Source: an optimization exercise on an open RTL-to-GDS flow (aim: small area, a short achievable clock period and few clock cycles per item). Production flows keep margins and buffers that such runs may drop.
The RTL was checked by simulation tests, not by an equivalence proof against the original design.
No activity file was given, so power comes from the tool's default toggle rates.

==> build 84 <==
## fltr_sched
module fltr_sched #(
   parameter int unsigned NCH  = 4,
   parameter int unsigned TAPS = 4,
   parameter int unsigned DW   = 16,
   parameter int unsigned CW   = 16,
   parameter int unsigned OW   = 32
) (
   input  logic                     clk,
   input  logic                     rst_n,
   input  logic [NCH-1:0]           req_vld,
   input  logic [NCH*DW-1:0]        req_data,
   output logic [NCH-1:0]           req_rdy,
   input  logic                     cfg_we,
   input  logic [$clog2(TAPS)-1:0]  cfg_addr,
   input  logic [CW-1:0]            cfg_coef,
   output logic                     cfg_busy,
   output logic                     out_vld,
   input  logic                     out_rdy,
   output logic [$clog2(NCH)-1:0]   out_ch,
   output logic [OW-1:0]            out_data
);
==> flow/config.mk <==
export PLATFORM = sky130hd
export DESIGN_NAME = fltr_sched
export DESIGN_NICKNAME = fltr_sched
export VERILOG_FILES = /design/flow/design.v
export SDC_FILE = /design/flow/constraint.sdc
export NUM_CORES = 4
export LEC_CHECK = 0
export CAP_MARGIN = 20
export CORE_MARGIN = 2
export CORE_UTILIZATION = 60
export CTS_CLUSTER_DIAMETER = 100
export CTS_CLUSTER_SIZE = 24
export SLEW_MARGIN = 20
export SYNTH_HIERARCHICAL = 1
export SYNTH_MINIMUM_KEEP_SIZE = 0
export TNS_END_PERCENT = 15
==> flow/constraint.sdc <==
create_clock -name core_clock -period 11.0 [get_ports {clk}]
set_input_delay 2.2000 -clock core_clock [delete_from_list [all_inputs] [get_ports {clk}]]
set_output_delay 2.2000 -clock core_clock [all_outputs]
set_load 0.01 [all_outputs]
standard.sh (not shown) runs the stock make flow with config.mk's settings and CLKGATE_MAP_FILE= SYNTH_SCRIPT=/design/flow/synth_recipe.tcl, a recipe that flattens the netlist after the stock synthesis.
==> flow/flow/run.sh <==
#!/bin/bash
# Standard synthesis (bash standard.sh synth) and the standard layout, with a larger
# setup slack margin for ORFS's repair_timing steps so the layout is optimised beyond the
# 11 ns constraint. Logs: synth.log, layout.log (ORFS's per-step logs are under orfs/logs).
set -uo pipefail
MARGIN=6.0
bash standard.sh synth > synth.log 2>&1 || { tail -50 synth.log; exit 1; }
bash standard.sh SETUP_SLACK_MARGIN=$MARGIN "BUFFER_PORTS_ARGS=-buffer_cell sky130_fd_sc_hd__buf_4" REMOVE_ABC_BUFFERS=1 finish > layout.log 2>&1 || { tail -50 layout.log; exit 1; }
==> trial 78 (differences from build 84) <==
--- a/flow/design.v
+++ b/flow/design.v
@@ -44,22 +44,17 @@
    always_comb begin
       hp_d = '0;
       for (int c = 0; c < 4; c++) if (gnt[c]) hp_d = hp_d | hp_for(c);
    end
    logic out_move, acc_ok, hs;
    assign out_move = !o_vld_q || out_rdy;
    assign acc_ok   = !a_vld_q || out_move;
    assign hs       = acc_ok && (req_vld != 4'b0);
-   logic stall_q;    
-   assign stall_q = a_vld_q && o_vld_q;
-   for (genvar g = 0; g < 4; g++) begin : g_rdy
-      fltr_rdy u_rdy (.vg(req_vld[g]), .v(req_vld), .m(hp_q[4*g +: 4]), .stall(stall_q),
-                      .ordy(out_rdy), .rdy(req_rdy[g]));
-   end
+   assign req_rdy  = acc_ok ? gnt : 4'b0;
    logic [3:0][3:0] osel;      
    always_comb begin
       for (int c = 0; c < 4; c++) begin
          osel[0][c] = gnt[c];
          for (int k = 1; k < 4; k++) osel[k][c] = gnt[c] && cnt_q[c] >= 2'(k);
       end
    end
    logic [3:0][15:0] op_d;
@@ -1840,20 +1835,16 @@
 module fltr_pgt (input logic gh, input logic ph, input logic gl, input logic pl,
                  output logic g, output logic p);
    assign g = !(gh || (ph && gl));
    assign p = !(ph && pl);
 endmodule
 module fltr_gt (input logic gh, input logic ph, input logic gl, output logic g);
    assign g = !(gh || (ph && gl));
 endmodule
-module fltr_rdy (input logic vg, input logic [3:0] v, input logic [3:0] m, input logic stall,
-                 input logic ordy, output logic rdy);
-   assign rdy = vg && ((v & m) == 4'b0) && (!stall || ordy);
-endmodule
 module fltr_sel4 (input logic [3:0] s, input logic [3:0] d, output logic y);
    assign y = |(s & d);
 endmodule
 module fltr_fa (input logic a, input logic b, input logic c, output logic s, output logic co);
    assign s  = a ^ b ^ c;
    assign co = (a & b) | (a & c) | (b & c);
 endmodule
 module fltr_ha (input logic a, input logic b, output logic s, output logic co);
- TNS_END_PERCENT: 15 -> 5
==> build 3 (differences from build 84) <==
--- a/flow/design.v
+++ b/flow/design.v
@@ -44,22 +44,17 @@
    always_comb begin
       hp_d = '0;
       for (int c = 0; c < 4; c++) if (gnt[c]) hp_d = hp_d | hp_for(c);
    end
    logic out_move, acc_ok, hs;
    assign out_move = !o_vld_q || out_rdy;
    assign acc_ok   = !a_vld_q || out_move;
    assign hs       = acc_ok && (req_vld != 4'b0);
-   logic stall_q;    
-   assign stall_q = a_vld_q && o_vld_q;
-   for (genvar g = 0; g < 4; g++) begin : g_rdy
-      fltr_rdy u_rdy (.vg(req_vld[g]), .v(req_vld), .m(hp_q[4*g +: 4]), .stall(stall_q),
-                      .ordy(out_rdy), .rdy(req_rdy[g]));
-   end
+   assign req_rdy  = acc_ok ? gnt : 4'b0;
    logic [3:0][3:0] osel;      
    always_comb begin
       for (int c = 0; c < 4; c++) begin
          osel[0][c] = gnt[c];
          for (int k = 1; k < 4; k++) osel[k][c] = gnt[c] && cnt_q[c] >= 2'(k);
       end
    end
    logic [3:0][15:0] op_d;
@@ -1725,45 +1720,34 @@
    wire fs516, fc516;
    fltr_fa u_fs516 (.a(fc453), .b(fs486), .c(fc485), .s(fs516), .co(fc516));
    wire fs517, fc517;
    fltr_fa u_fs517 (.a(fc455), .b(fs487), .c(fc486), .s(fs517), .co(fc517));
    wire fs518, fc518;
    fltr_fa u_fs518 (.a(hs29), .b(fc457), .c(fc487), .s(fs518), .co(fc518));
    wire [33:0] row_a = {1'b1, fc518, fc517, fc516, fc515, fc514, fc513, fc512, fc511, fc510, fc509, fc508, fc507, fc506, fc505, fc504, fc503, fc502, fc501, fc500, fc499, fc498, fc497, fc496, fc495, fc494, fc493, fc492, fc491, fc490, fc489, fc488, hc30, hs30};
    wire [33:0] row_b = {1'b0, hc29, fs518, fs517, fs516, fs515, fs514, fs513, fs512, fs511, fs510, fs509, fs508, fs507, fs506, fs505, fs504, fs503, fs502, fs501, fs500, fs499, fs498, fs497, fs496, fs495, fs494, fs493, fs492, fs491, fs490, fs489, fs488, fs399};
-   logic [33:0] op_;
-   logic [33:31] og_;
+   logic [33:0] op_, og_;
    assign op_ = o_ra_q ^ o_rb_q;
-   assign og_ = o_ra_q[33:31] & o_rb_q[33:31];
+   assign og_ = o_ra_q & o_rb_q;
    logic [30:0] gl [0:5];
    logic [30:0] pl [0:5];
-   for (genvar i = 0; i < 31; i++) begin : g_pg0
-      fltr_pg0 u_pg0 (.a(o_ra_q[i]), .b(o_rb_q[i]), .g(gl[0][i]), .p(pl[0][i]));
-   end
+   assign gl[0] = og_[30:0];
+   assign pl[0] = op_[30:0];
    for (genvar l = 0; l < 5; l++) begin : g_ks
       for (genvar i = 0; i < 31; i++) begin : g_bit
          if (i >= (2 << l)) begin : g_op
-            if (l % 2 == 0) begin : g_n
-               fltr_pgn u_pg (.gh(gl[l][i]), .ph(pl[l][i]), .gl(gl[l][i - (1 << l)]),
-                              .pl(pl[l][i - (1 << l)]), .g(gl[l+1][i]), .p(pl[l+1][i]));
-            end else begin : g_t
-               fltr_pgt u_pg (.gh(gl[l][i]), .ph(pl[l][i]), .gl(gl[l][i - (1 << l)]),
-                              .pl(pl[l][i - (1 << l)]), .g(gl[l+1][i]), .p(pl[l+1][i]));
-            end
+            fltr_pg u_pg (.gh(gl[l][i]), .ph(pl[l][i]), .gl(gl[l][i - (1 << l)]),
+                          .pl(pl[l][i - (1 << l)]), .g(gl[l+1][i]), .p(pl[l+1][i]));
          end else if (i >= (1 << l)) begin : g_gop
-            if (l % 2 == 0) begin : g_n
-               fltr_gn u_g (.gh(gl[l][i]), .ph(pl[l][i]), .gl(gl[l][i - (1 << l)]), .g(gl[l+1][i]));
-            end else begin : g_t
-               fltr_gt u_g (.gh(gl[l][i]), .ph(pl[l][i]), .gl(gl[l][i - (1 << l)]), .g(gl[l+1][i]));
-            end
+            fltr_g u_g (.gh(gl[l][i]), .ph(pl[l][i]), .gl(gl[l][i - (1 << l)]), .g(gl[l+1][i]));
             assign pl[l+1][i] = 1'b0;
          end else begin : g_pass
-            assign gl[l+1][i] = ~gl[l][i];
-            assign pl[l+1][i] = 1'b0;
+            assign gl[l+1][i] = gl[l][i];
+            assign pl[l+1][i] = pl[l][i];
          end
       end
    end
    logic [31:0] cy;           
    assign cy = {gl[5], 1'b0};
    logic [30:0] s_lo;
    assign s_lo = op_[30:0] ^ cy[30:0];
    logic [2:0] s_hi0, s_hi1;
@@ -1777,17 +1761,17 @@
    logic ovf0, ovf1;
    assign ovf0 = !(s_hi0 == 3'b000 || s_hi0 == 3'b111);
    assign ovf1 = !(s_hi1 == 3'b000 || s_hi1 == 3'b111);
    logic [31:0] sat0, sat1, sat;
    assign sat0 = ovf0 ? {s_hi0[2], {31{!s_hi0[2]}}} : {s_hi0[0], s_lo};
    assign sat1 = ovf1 ? {s_hi1[2], {31{!s_hi1[2]}}} : {s_hi1[0], s_lo};
    logic [3:0] c31;
    for (genvar m = 0; m < 4; m++) begin : g_c31
-      fltr_gn u_g (.gh(gl[4][30]), .ph(pl[4][30]), .gl(gl[4][14]), .g(c31[m]));
+      fltr_g u_g (.gh(gl[4][30]), .ph(pl[4][30]), .gl(gl[4][14]), .g(c31[m]));
       assign sat[8*m +: 8] = c31[m] ? sat1[8*m +: 8] : sat0[8*m +: 8];
    end
    always_ff @(posedge clk or negedge rst_n) begin
       if (!rst_n) begin
          hp_q    <= hp_for(3);
          bone    <= '0;
          btwo    <= '0;
          bneg    <= '0;
@@ -1820,39 +1804,23 @@
          o_rb_q  <= row_b;
       end
    end
    assign cfg_busy = a_vld_q;
    assign out_vld  = o_vld_q;
    assign out_ch   = o_ch_q;
    assign out_data = sat;
 endmodule
-module fltr_pg0 (input logic a, input logic b, output logic g, output logic p);
-   assign g = !(a && b);
-   assign p = !(a || b);
-endmodule
-module fltr_pgn (input logic gh, input logic ph, input logic gl, input logic pl,
-                 output logic g, output logic p);
-   assign g = !(gh && (ph || gl));
-   assign p = !(ph || pl);
-endmodule
-module fltr_gn (input logic gh, input logic ph, input logic gl, output logic g);
-   assign g = !(gh && (ph || gl));
-endmodule
-module fltr_pgt (input logic gh, input logic ph, input logic gl, input logic pl,
-                 output logic g, output logic p);
-   assign g = !(gh || (ph && gl));
-   assign p = !(ph && pl);
-endmodule
-module fltr_gt (input logic gh, input logic ph, input logic gl, output logic g);
-   assign g = !(gh || (ph && gl));
+module fltr_pg (input logic gh, input logic ph, input logic gl, input logic pl,
+                output logic g, output logic p);
+   assign g = gh | (ph & gl);
+   assign p = ph & pl;
 endmodule
-module fltr_rdy (input logic vg, input logic [3:0] v, input logic [3:0] m, input logic stall,
-                 input logic ordy, output logic rdy);
-   assign rdy = vg && ((v & m) == 4'b0) && (!stall || ordy);
+module fltr_g (input logic gh, input logic ph, input logic gl, output logic g);
+   assign g = gh | (ph & gl);
 endmodule
 module fltr_sel4 (input logic [3:0] s, input logic [3:0] d, output logic y);
    assign y = |(s & d);
 endmodule
 module fltr_fa (input logic a, input logic b, input logic c, output logic s, output logic co);
    assign s  = a ^ b ^ c;
    assign co = (a & b) | (a & c) | (b & c);
 endmodule
- TNS_END_PERCENT: 15 -> 5
==> notes <==
Between trial 78 and build 84, the lower utilization is in trial 78 (gap 1.2 points). Fmax: trial 78 is higher than build 3 (about 1.4%). Build 84 passed the timing, DRC and antenna checks. Build 3 finished with timing, DRC and antenna clean. Trial 78 completed with no timing, DRC or antenna violations. The lowest combinational power belongs to build 3, the highest to build 84. In build 3 the first-iteration DRC count is higher than in build 84, by 10%.
Testbench counts of build 84, summed over its fixed seeds: cycles 2,064, items 2,048.
Testbench counts of trial 78, summed over its fixed seeds: cycles 2,064, items 2,048.
Testbench counts of build 3, summed over its fixed seeds: cycles 2,064, items 2,048.

-- static timing again, ports no longer ideal --
In the flow no input, the clock included, has a driving cell. The finished layouts below were timed again as built, in two steps.
Step 1 sets driving cells, clkbuf_16 on the clock port and buf_2 on the other inputs (assumed; they add their load-dependent delay and slew).
Step 2, shift: input delay + t, output delay - t, t = (earliest + latest rising clock arrival at the registers) / 2. This alone moves slack from input paths to output paths.
Slacks: ideal / step 1 / step 2; pairs: ideal / step 1.
run | shift t [ns] | slack for setup (ns) | worst setup path at the end | latest minus earliest clock arrival (ns) | worst register clock-pin slew, ns
build 84 | 0.674 | 5.886 / 5.819 / 5.908 | input to output | 0.047 / 0.046 | 0.11 / 0.11
trial 78 | 0.674 | 5.703 / 5.703 / 5.703 | register to register | 0.047 / 0.047 | 0.11 / 0.11
build 3 | 0.674 | 5.631 / 5.567 / 5.685 | input to output | 0.051 / 0.050 | 0.10 / 0.10
After both steps every run listed still meets setup and hold.
